This design comes from an exercise in tuning for small area and a short achievable clock period on the open sky130 flow, not from production work.
Only simulation tests tie the RTL to the original design; equivalence was not proved.
No activity file was given, so power comes from the tool's default toggle rates.

==> design/flow/design.v <==
package qch_pkg;
  localparam int QCH_SYNC_STAGES = 2;
endpackage
module dff2_sync #(
  parameter logic RST_VAL = 1'b1
) (
  input  logic clk,
  input  logic rst_n,
  input  logic d,
  output logic q
);
  logic meta;
  always_ff @(posedge clk or negedge rst_n) begin
    if (!rst_n) begin
      meta <= RST_VAL;
      q    <= RST_VAL;
    end else begin
      meta <= d;
      q    <= meta;
    end
  end
endmodule
module qch_ao222n (
  input  logic [2:0] a,
  input  logic [2:0] b,
  output logic       y
);
  assign y = ~((a[0] & b[0]) | (a[1] & b[1]) | (a[2] & b[2]));
endmodule
module qch_ao9 (
  input  logic [8:0] a,
  input  logic [8:0] b,
  output logic       y
);
  logic [2:0] part_n;
  for (genvar g = 0; g < 3; g++) begin : g_part
    qch_ao222n u_ao (
      .a (a[g*3 +: 3]),
      .b (b[g*3 +: 3]),
      .y (part_n[g])
    );
  end
  assign y = ~&part_n;
endmodule
module qch_nor2 (
  input  logic a,
  input  logic b,
  output logic y
);
  assign y = ~(a | b);
endmodule
module qch_or8 (
  input  logic [7:0] a,
  output logic       y
);
  logic [3:0] pair_n;
  for (genvar g = 0; g < 4; g++) begin : g_pair
    qch_nor2 u_nor (
      .a (a[2*g]),
      .b (a[2*g+1]),
      .y (pair_n[g])
    );
  end
  assign y = ~&pair_n;
endmodule
module qch_sync_fifo #(
  parameter int DW    = 8,
  parameter int ASIZE = 6
) (
  input  logic          clk,
  input  logic          rst_n,
  input  logic          wr_en,     
  input  logic [DW-1:0] wr_data,
  input  logic          rd_en,
  output logic [DW-1:0] rd_data,
  output logic          full_d,    
  output logic          empty
);
  localparam int DEPTH = 1 << ASIZE;
  localparam int HALF  = ASIZE / 2;
  localparam int NLO   = 1 << HALF;
  localparam int NHI   = 1 << (ASIZE - HALF);
  localparam int NG    = 7;                     
  localparam int NR    = DEPTH - NG * 9;        
  logic [DW-1:0]    mem [DEPTH];
  logic [ASIZE-1:0] wptr;
  logic [ASIZE-1:0] rptr;
  logic [ASIZE-1:0] wptr_inc;
  logic [ASIZE-1:0] rptr_inc;
  logic [ASIZE-1:0] rptr_d;
  logic             full;
  logic             empty_d;
  logic             filled;    
  logic             do_rd;
  logic [NLO-1:0]   wlo;
  logic [NHI-1:0]   whi;
  logic [NLO-1:0]   rlo_n;     
  logic [NHI-1:0]   rhi_n;
  logic [DEPTH-1:0] we;
  logic [DEPTH-1:0] rsel;
  logic [DW-1:0]    rd_next;
  assign empty    = ~filled;
  assign do_rd    = rd_en & filled;
  assign wptr_inc = wptr + ASIZE'(1);
  assign rptr_inc = rptr + ASIZE'(1);
  assign rptr_d   = do_rd ? rptr_inc : rptr;
  assign empty_d = ~wr_en & (do_rd ? (rptr_inc == wptr) : empty);
  assign full_d  = ~do_rd & (wr_en ? (wptr_inc == rptr) : full);
  always_ff @(posedge clk or negedge rst_n) begin
    if (!rst_n) begin
      wptr  <= '0;
      rptr  <= '0;
      full  <= 1'b0;
      filled <= 1'b0;
    end else begin
      wptr  <= wptr + ASIZE'(wr_en);
      rptr  <= rptr_d;
      full  <= full_d;
      filled <= ~empty_d;
    end
  end
  for (genvar j = 0; j < NLO; j++) begin : g_lo
    assign wlo[j] = ~full & (wptr[HALF-1:0] == HALF'(j));
  end
  for (genvar k = 0; k < NHI; k++) begin : g_hi
    assign whi[k] = (wptr[ASIZE-1:HALF] == (ASIZE-HALF)'(k));
  end
  always_ff @(posedge clk or negedge rst_n) begin
    if (!rst_n) begin
      rlo_n <= ~NLO'(1);
      rhi_n <= ~NHI'(1);
    end else begin
      for (int j = 0; j < NLO; j++) begin
        rlo_n[j] <= (rptr_d[HALF-1:0] != HALF'(j));
      end
      for (int k = 0; k < NHI; k++) begin
        rhi_n[k] <= (rptr_d[ASIZE-1:HALF] != (ASIZE-HALF)'(k));
      end
    end
  end
  for (genvar i = 0; i < DEPTH; i++) begin : g_ent
    assign we[i]   = wlo[i % NLO] & whi[i / NLO];
    assign rsel[i] = ~(rlo_n[i % NLO] | rhi_n[i / NLO]);
    always_ff @(posedge clk) begin
      if (we[i]) begin
        mem[i] <= wr_data;
      end
    end
  end
  for (genvar b = 0; b < DW; b++) begin : g_bit
    logic [DEPTH-1:0] col;
    logic [NG+NR-1:0] grp;
    for (genvar i = 0; i < DEPTH; i++) begin : g_col
      assign col[i] = mem[i][b];
    end
    for (genvar g = 0; g < NG; g++) begin : g_grp
      qch_ao9 u_ao (
        .a (col[g*9 +: 9]),
        .b (rsel[g*9 +: 9]),
        .y (grp[g])
      );
    end
    for (genvar r = 0; r < NR; r++) begin : g_rem
      assign grp[NG+r] = col[NG*9+r] & rsel[NG*9+r];
    end
    qch_or8 u_or (
      .a (grp),
      .y (rd_next[b])
    );
  end
  always_ff @(posedge clk or negedge rst_n) begin
    if (!rst_n) begin
      rd_data <= '0;
    end else if (do_rd) begin
      rd_data <= rd_next;
    end
  end
endmodule
module qch_device_mc #(
  parameter int NCH          = 4,
  parameter int DW           = 8,
  parameter int ASIZE        = 6,
  parameter int IDLE_HOLD    = 8,
  parameter int DENY_TIMEOUT = 256
) (
  input  logic              clk,
  input  logic              reset_n,
  input  logic              if_wakeup_i,
  input  logic [NCH-1:0]    wr_valid_i,
  input  logic [NCH*DW-1:0] wr_payload_i,
  output logic [NCH-1:0]    wr_ready_o,
  input  logic [NCH-1:0]    rd_valid_i,
  output logic [NCH*DW-1:0] rd_payload_o,
  output logic [NCH-1:0]    rd_empty_o,
  output logic [NCH-1:0]    wr_flush_o,
  input  logic [NCH-1:0]    wr_done_i,
  input  logic              qreqn_i,
  output logic              qacceptn_o,
  output logic              qdeny_o,
  output logic              qactive_o
);
  localparam int CW = (IDLE_HOLD > 0) ? $clog2(IDLE_HOLD + 1) : 1;
  logic           s_run;
  logic           s_req;
  logic           s_stop;
  logic           s_exit;
  logic           s_den;
  logic           s_cont;
  logic           qreqn_s;
  logic [NCH-1:0] full_d;
  logic [NCH-1:0] empty;
  logic [NCH-1:0] wr_acc;
  logic [NCH-1:0] wblk_q;     
  logic [NCH-1:0] flush_q;
  logic           accept_cond;
  logic           deny_cond;
  logic           go_req;
  logic           go_den;
  logic           go_stop;
  logic           open_d;
  logic           activity;
  logic           act_n;      
  logic [CW-1:0]  hold_cnt;
  dff2_sync #(.RST_VAL(1'b1)) u_qreqn_sync (
    .clk   (clk),
    .rst_n (reset_n),
    .d     (qreqn_i),
    .q     (qreqn_s)
  );
  assign wr_ready_o = ~wblk_q;
  assign wr_acc     = wr_valid_i & ~wblk_q;
  assign rd_empty_o = empty;
  assign wr_flush_o = flush_q;
  for (genvar g = 0; g < NCH; g++) begin : g_ch
    qch_sync_fifo #(.DW(DW), .ASIZE(ASIZE)) u_fifo (
      .clk     (clk),
      .rst_n   (reset_n),
      .wr_en   (wr_acc[g]),
      .wr_data (wr_payload_i[g*DW +: DW]),
      .rd_en   (rd_valid_i[g]),
      .rd_data (rd_payload_o[g*DW +: DW]),
      .full_d  (full_d[g]),
      .empty   (empty[g])
    );
  end
  logic unused_cfg;
  assign unused_cfg = |DENY_TIMEOUT;
  assign accept_cond = ~(|flush_q) & (&empty) & ~(|wr_valid_i) & ~(|rd_valid_i) & ~if_wakeup_i;
  assign deny_cond   = if_wakeup_i | (|wr_acc);
  assign go_req  = s_run & ~qreqn_s;
  assign go_den  = s_req & deny_cond;
  assign go_stop = s_req & ~deny_cond & accept_cond;
  assign open_d  = ~go_stop & ~s_stop;
  always_ff @(posedge clk or negedge reset_n) begin
    if (!reset_n) begin
      s_run    <= 1'b1;
      s_req    <= 1'b0;
      s_stop   <= 1'b0;
      s_exit   <= 1'b0;
      s_den    <= 1'b0;
      s_cont   <= 1'b0;
      wblk_q   <= '0;
      flush_q  <= '0;
    end else begin
      s_run    <= (s_run & qreqn_s) | s_exit | s_cont;
      s_req    <= go_req | (s_req & ~go_den & ~go_stop);
      s_stop   <= go_stop | (s_stop & ~qreqn_s);
      s_exit   <= s_stop & qreqn_s;
      s_den    <= go_den | (s_den & ~qreqn_s);
      s_cont   <= s_den & qreqn_s;
      wblk_q   <= full_d | {NCH{~open_d}};
      if (go_req) begin
        flush_q <= '1;
      end else if (go_den | go_stop) begin
        flush_q <= '0;
      end else begin
        flush_q <= flush_q & ~(wr_done_i & {NCH{s_req}});
      end
    end
  end
  assign qacceptn_o = ~s_stop;
  assign qdeny_o    = s_den;
  assign activity = (|wr_valid_i) | (|rd_valid_i) | ~(&empty);
  always_ff @(posedge clk or negedge reset_n) begin
    if (!reset_n) begin
      act_n    <= 1'b1;
      hold_cnt <= '0;
    end else if (activity) begin
      act_n    <= 1'b0;
      hold_cnt <= CW'(IDLE_HOLD);
    end else if (hold_cnt != '0) begin
      hold_cnt <= hold_cnt - CW'(1);
    end else begin
      act_n <= 1'b1;
    end
  end
  assign qactive_o = if_wakeup_i | ~act_n;
endmodule
==> design/flow/run.sh <==
#!/bin/bash
# synth_recipe.tcl (not shown) runs the flow's synth.tcl, then flattens the netlist and writes it again
# the make line also repeats each setting of config.mk as NAME=value (left out here)
make -C /OpenROAD-flow-scripts/flow DESIGN_CONFIG=/design/flow/config.mk WORK_HOME=/design/flow/orfs CLKGATE_MAP_FILE= SYNTH_SCRIPT=/design/flow/synth_recipe.tcl finish
==> design/flow/config.mk <==
export PLATFORM = sky130hd
export DESIGN_NAME = qch_device_mc
export DESIGN_NICKNAME = qch_device_mc
export VERILOG_FILES = /design/flow/design.v
export SDC_FILE = /design/flow/constraint.sdc
export NUM_CORES = 4
export LEC_CHECK = 0
export CAP_MARGIN = 20
export CORE_MARGIN = 2
export CORE_UTILIZATION = 50
export CTS_CLUSTER_DIAMETER = 120
export CTS_CLUSTER_SIZE = 30
export PLACE_DENSITY = 0.6
export SETUP_SLACK_MARGIN = 3.25
export SLEW_MARGIN = 20
export SYNTH_HIERARCHICAL = 1
==> design/flow/constraint.sdc <==
create_clock -name core_clock -period 6.0 [get_ports {clk}]
set_input_delay 1.2000 -clock core_clock [delete_from_list [all_inputs] [get_ports {clk}]]
set_output_delay 1.2000 -clock core_clock [all_outputs]
set_load 0.01 [all_outputs]
==> run_results.csv <==
group,metric,value,unit
place,post-place-ws,2.21,ns
yosys,yosys.area_share.simple,0.0663,
critical_path,worstPathArrival,1.60,ns
critical_path,worstSetupStartpointType,"input port",
run_status,status,"complete, no violations",
timing,maxSlewViolCount,0,
critical_path,end_kind,"output pin",
yosys,netlist_instances,4499,
timing,hold_violations,0,
grt,grt_overflow,0,
yosys,synth_top_family_by_area,"compound AO/OA/AOI/OAI gates",
yosys,synth.most_common_cell,"edfxtp_1",
grt,use_met2,0.370,
timing,setup_tns,0,ns
clock_network,clk_pin_slew_worst_paths,0.11,ns
cells_and_area,area_delta_synth_final,7.18,%
yosys,synthAdderAreaFrac,0.00573,
detailed_routing,ant_nets,0,
timing,slew_headroom,0.297,
yosys,synth_area,80900,sq um
grt,grt_pass1_wl,285000,um
grt,gr-usage-met3,0.0420,
grt,gr-usage-all-layers,0.235,
power_and_ir_drop,p_per_area,376,nW/um^2
critical_path,cp.required,4.80,ns
yosys,seq_area_frac_synth,0.814,
detailed_routing,drt_iter0_drc,7228,
grt,grt_max_degree,153,
yosys,synth_top_area_frac,0.761,
yosys,synth_warnings,10,
clock_network,worstSkewPairLatency,0.73,ns
yosys,synth_area_leaders,"edfxtp_1 (76%), a222oi_1 (8.3%), dfrtp_1 (5.0%)",
place,gp_congestion,0.834,
grt,grt_pass1_vias,42800,
yosys,synthXorXnorAreaFrac,0.0100,
cells_and_area,drive_above_1_share,0.0650,
timing,final.setup.worst_slack,3.20,ns
floorplanning,core,161000,sq um
power_and_ir_drop,leakagePower,27.1,nW
yosys,synth_compound_area_frac,0.0897,
timing,max_freq,0.358,GHz
clock_network,clockBufferDepth,3,
detailed_routing,wirelength,197000,um
timing,layout_min_cycle_time,2.80,ns
place,post-dp-hpwl,121000,um
floorplanning,ios,95,
timing,rsz0062_at_grt,"yes",
clock_network,cts_tree,"yes",
critical_path,critical_path_class,"in2out",
run,cap_violations,0,
detailed_routing,routedWlPerCell,28.9,um
detailed_routing,num_vias,44000,
critical_path,reg2reg_depth,4,
yosys,avgSynthCellArea,18.0,sq um
clock_network,htreeDepth,3,
yosys,synthArstFlopShare,0.0779,
yosys,synth_mux_area_frac,0.00495,
yosys,synth_nets,4584,
floorplanning,die_w,406,um
grt,met1_usage,0.341,
floorplanning,die_area,165000,sq um
detailed_routing,drc,0,
yosys,ys_top_cells_by_count,"edfxtp_1 (2048), nor2_1 (679), a222oi_1 (672)",
timing,tightest_slew,1.05,ns
critical_path,cp_max_fo,7,
yosys,synth_cell_type_count,50,
timing,setup_viol,0,
grt,grt_busiest_layer,"met2",
grt,antenna_found_initial,6,
place,io_buffer_count,94,
cells_and_area,nNetsFinal,4678,
yosys,ys_ff_latch,2221,
yosys,yosysTopAreaCell,"edfxtp_1",
clock_network,numClockSinks,2221,
timing,skew,0.0217,ns
yosys,synth_enable_flop_cells,2048,
detailed_routing,vias_per_cell,6.44,
hold_path,worstHoldPathType,"in2async",
floorplanning,start_util,0.504,
timing,fin_crit_sh,0.466,
floorplanning,die_h,406,um
detailed_routing,first_pass_iters,11,
floorplanning,std_cell_rows,147,
power_and_ir_drop,ir_worst_vdd,0.274,mV
clock_network,cts_root_buf,"clkbuf_16",
yosys,synth_flop_cell,"edfxtp_1",
clock_network,cts_buffers,84,
[metrics by stage]
| stage | util | hold WS, ns | power, mW | cells | area (sq um) |
|---|---|---|---|---|---|
| 2_1_floorplan | - | 0.345 | 22.8 | 4499 | 80900 |
| 3_3_place_gp | 0.523 | 0.349 | 25.6 | 6659 | 84000 |
| 3_5_place_dp | 0.523 | 0.350 | 25.7 | 6659 | 84000 |
| 4_1_cts | 0.539 | 0.266 | 32.7 | 6821 | 86600 |
| 5_1_grt | 0.540 | 0.284 | 33.8 | 6823 | 86600 |
| 6_report | 0.540 | 0.318 | 32.6 | 6827 | 86700 |
[kinds of logic (layout without fill, tap and decap cells)]
kind of cell	count (synthesis)	in the layout
buf+inv	170	334
mux	36	36
xor+xnor	89	89
fa+ha+maj	37	37
other cells	0	4
simple gates	1201	1201
flops	2221	2221
compound gates	745	745
[Yosys stat by module, one instance, submodules excluded, excerpt]
module	area [sq um]	cells
qch_device_mc	851	81
qch_ao222n	10.0	1
qch_or8	6.26	1
qch_nor2	3.75	1
qch_ao9	5.00	1
[layout make-up]
type / count / area (sq um)
inverter: 46 / 175
multi-input combinational: 2108 / 14400
clock inverter: 3 / 37.5
fill: 12700 / 73900
sequential: 2221 / 65900
antenna: 4 / 10.0
tap: 2160 / 2700
timing repair buffer: 132 / 1020
clock buffer: 153 / 2470
[repair_timing]
item,CTS,global route
setup buffers,6,2
resized for setup,91,53
hold buffers,0,0
endpoints found under the setup margin,54,199
[worst max-delay path, stage by stage]
cell and delay [ns]:
buf_2 0.15, inv_2 0.05, nand2_1 0.07, clkbuf_2 0.13
[power by group]
group / internal [mW] / total [mW] / switching [mW]
clock network: 2.85 / 7.31 / 4.46
registers: 18.3 / 19.7 / 1.40
logic: 1.67 / 5.55 / 3.88
total: 22.9 / 32.6 / 9.73
[sequential cells by signal, indices dropped and copies added, names as in the netlist, 4 cells and up]
signal and cells:
g_ch.u_fifo.rlo_n 32, g_ch.u_fifo.full 4, g_ch.u_fifo.mem 2048, g_ch.u_fifo.rd_data 32
g_ch.u_fifo.rhi_n 32, hold_cnt 4, g_ch.u_fifo.filled 4, wblk_q 4
g_ch.u_fifo.wptr 24, flush_q 4, g_ch.u_fifo.rptr 24
[layer usage]
metal / vias to the layer above / share of wire
met5: - / 0.00026
met1: 22700 / 0.41
met4: 8 / 0.026
met2: 1938 / 0.47
li1: 19100 / -
met3: 270 / 0.088
[cells in the final DEF (no fill, tap or decap), types with 9 or more instances in the layout]
master / synthesis / layout
a211oi_1: 13 / 13
a222oi_1: 672 / 672
and2_1: 34 / 34
buf_2: 24 / 32
buf_4: 8 / 42
clkbuf_1: 88 / 64
clkbuf_16: 0 / 89
clkdlybuf4s50_1: 0 / 13
dfrtp_1: 161 / 137
dfrtp_2: 0 / 24
dfstp_2: 12 / 12
dlygate4sd2_1: 0 / 34
edfxtp_1: 2048 / 2048
ha_1: 37 / 37
inv_1: 46 / 41
mux2_2: 32 / 32
nand2_1: 62 / 62
nand2b_1: 9 / 9
nand3_1: 290 / 290
nand3b_1: 17 / 17
nand4_1: 44 / 44
nor2_1: 679 / 655
nor2_2: 4 / 28
o21ai_0: 10 / 10
o22ai_1: 13 / 13
xnor2_1: 33 / 33
xor2_1: 52 / 52
[worst paths after layout]
kind                                        start                   endpoint  slack (ns)
setup reg to reg           g_ch[2].u_fifo.wptr[2]  g_ch[2].u_fifo.mem[36][6]        3.23
max in group asynchronous                 reset_n    g_ch[1].u_fifo.rlo_n[5]        4.47
hold reg to reg                 u_qreqn_sync.meta             u_qreqn_sync.q        0.37
hold / removal                            reset_n                 flush_q[0]        0.32
setup / recovery                      if_wakeup_i                  qactive_o        3.20
min in group core_clock         u_qreqn_sync.meta             u_qreqn_sync.q        0.37

[static timing again, ports no longer ideal]
Ports are ideal in the flow. The routed layout listed here was re-timed in OpenROAD. Step 1 (the two cells are an assumption about what drives the block):
set clk [get_ports {clk}]
set_driving_cell -lib_cell sky130_fd_sc_hd__clkbuf_16 $clk
set_driving_cell -lib_cell sky130_fd_sc_hd__buf_2 [delete_from_list [all_inputs] $clk]
Step 2 times the ports against the registers' clock, not the clock port: input delays grow and output delays shrink by t, the midpoint of the rising clock arrivals with the driver on. Three values: ideal, step 1, step 2; two values: the first two.
shift t [ns]: 0.798
slack for setup (ns): 3.204 / 3.171 / 2.407
worst slew at a driven data input, ns: 0.18
After both steps this run still meets setup and hold. For this run, drivers alone change the setup slack by -0.033 ns; drivers and shift together by -0.797 ns.
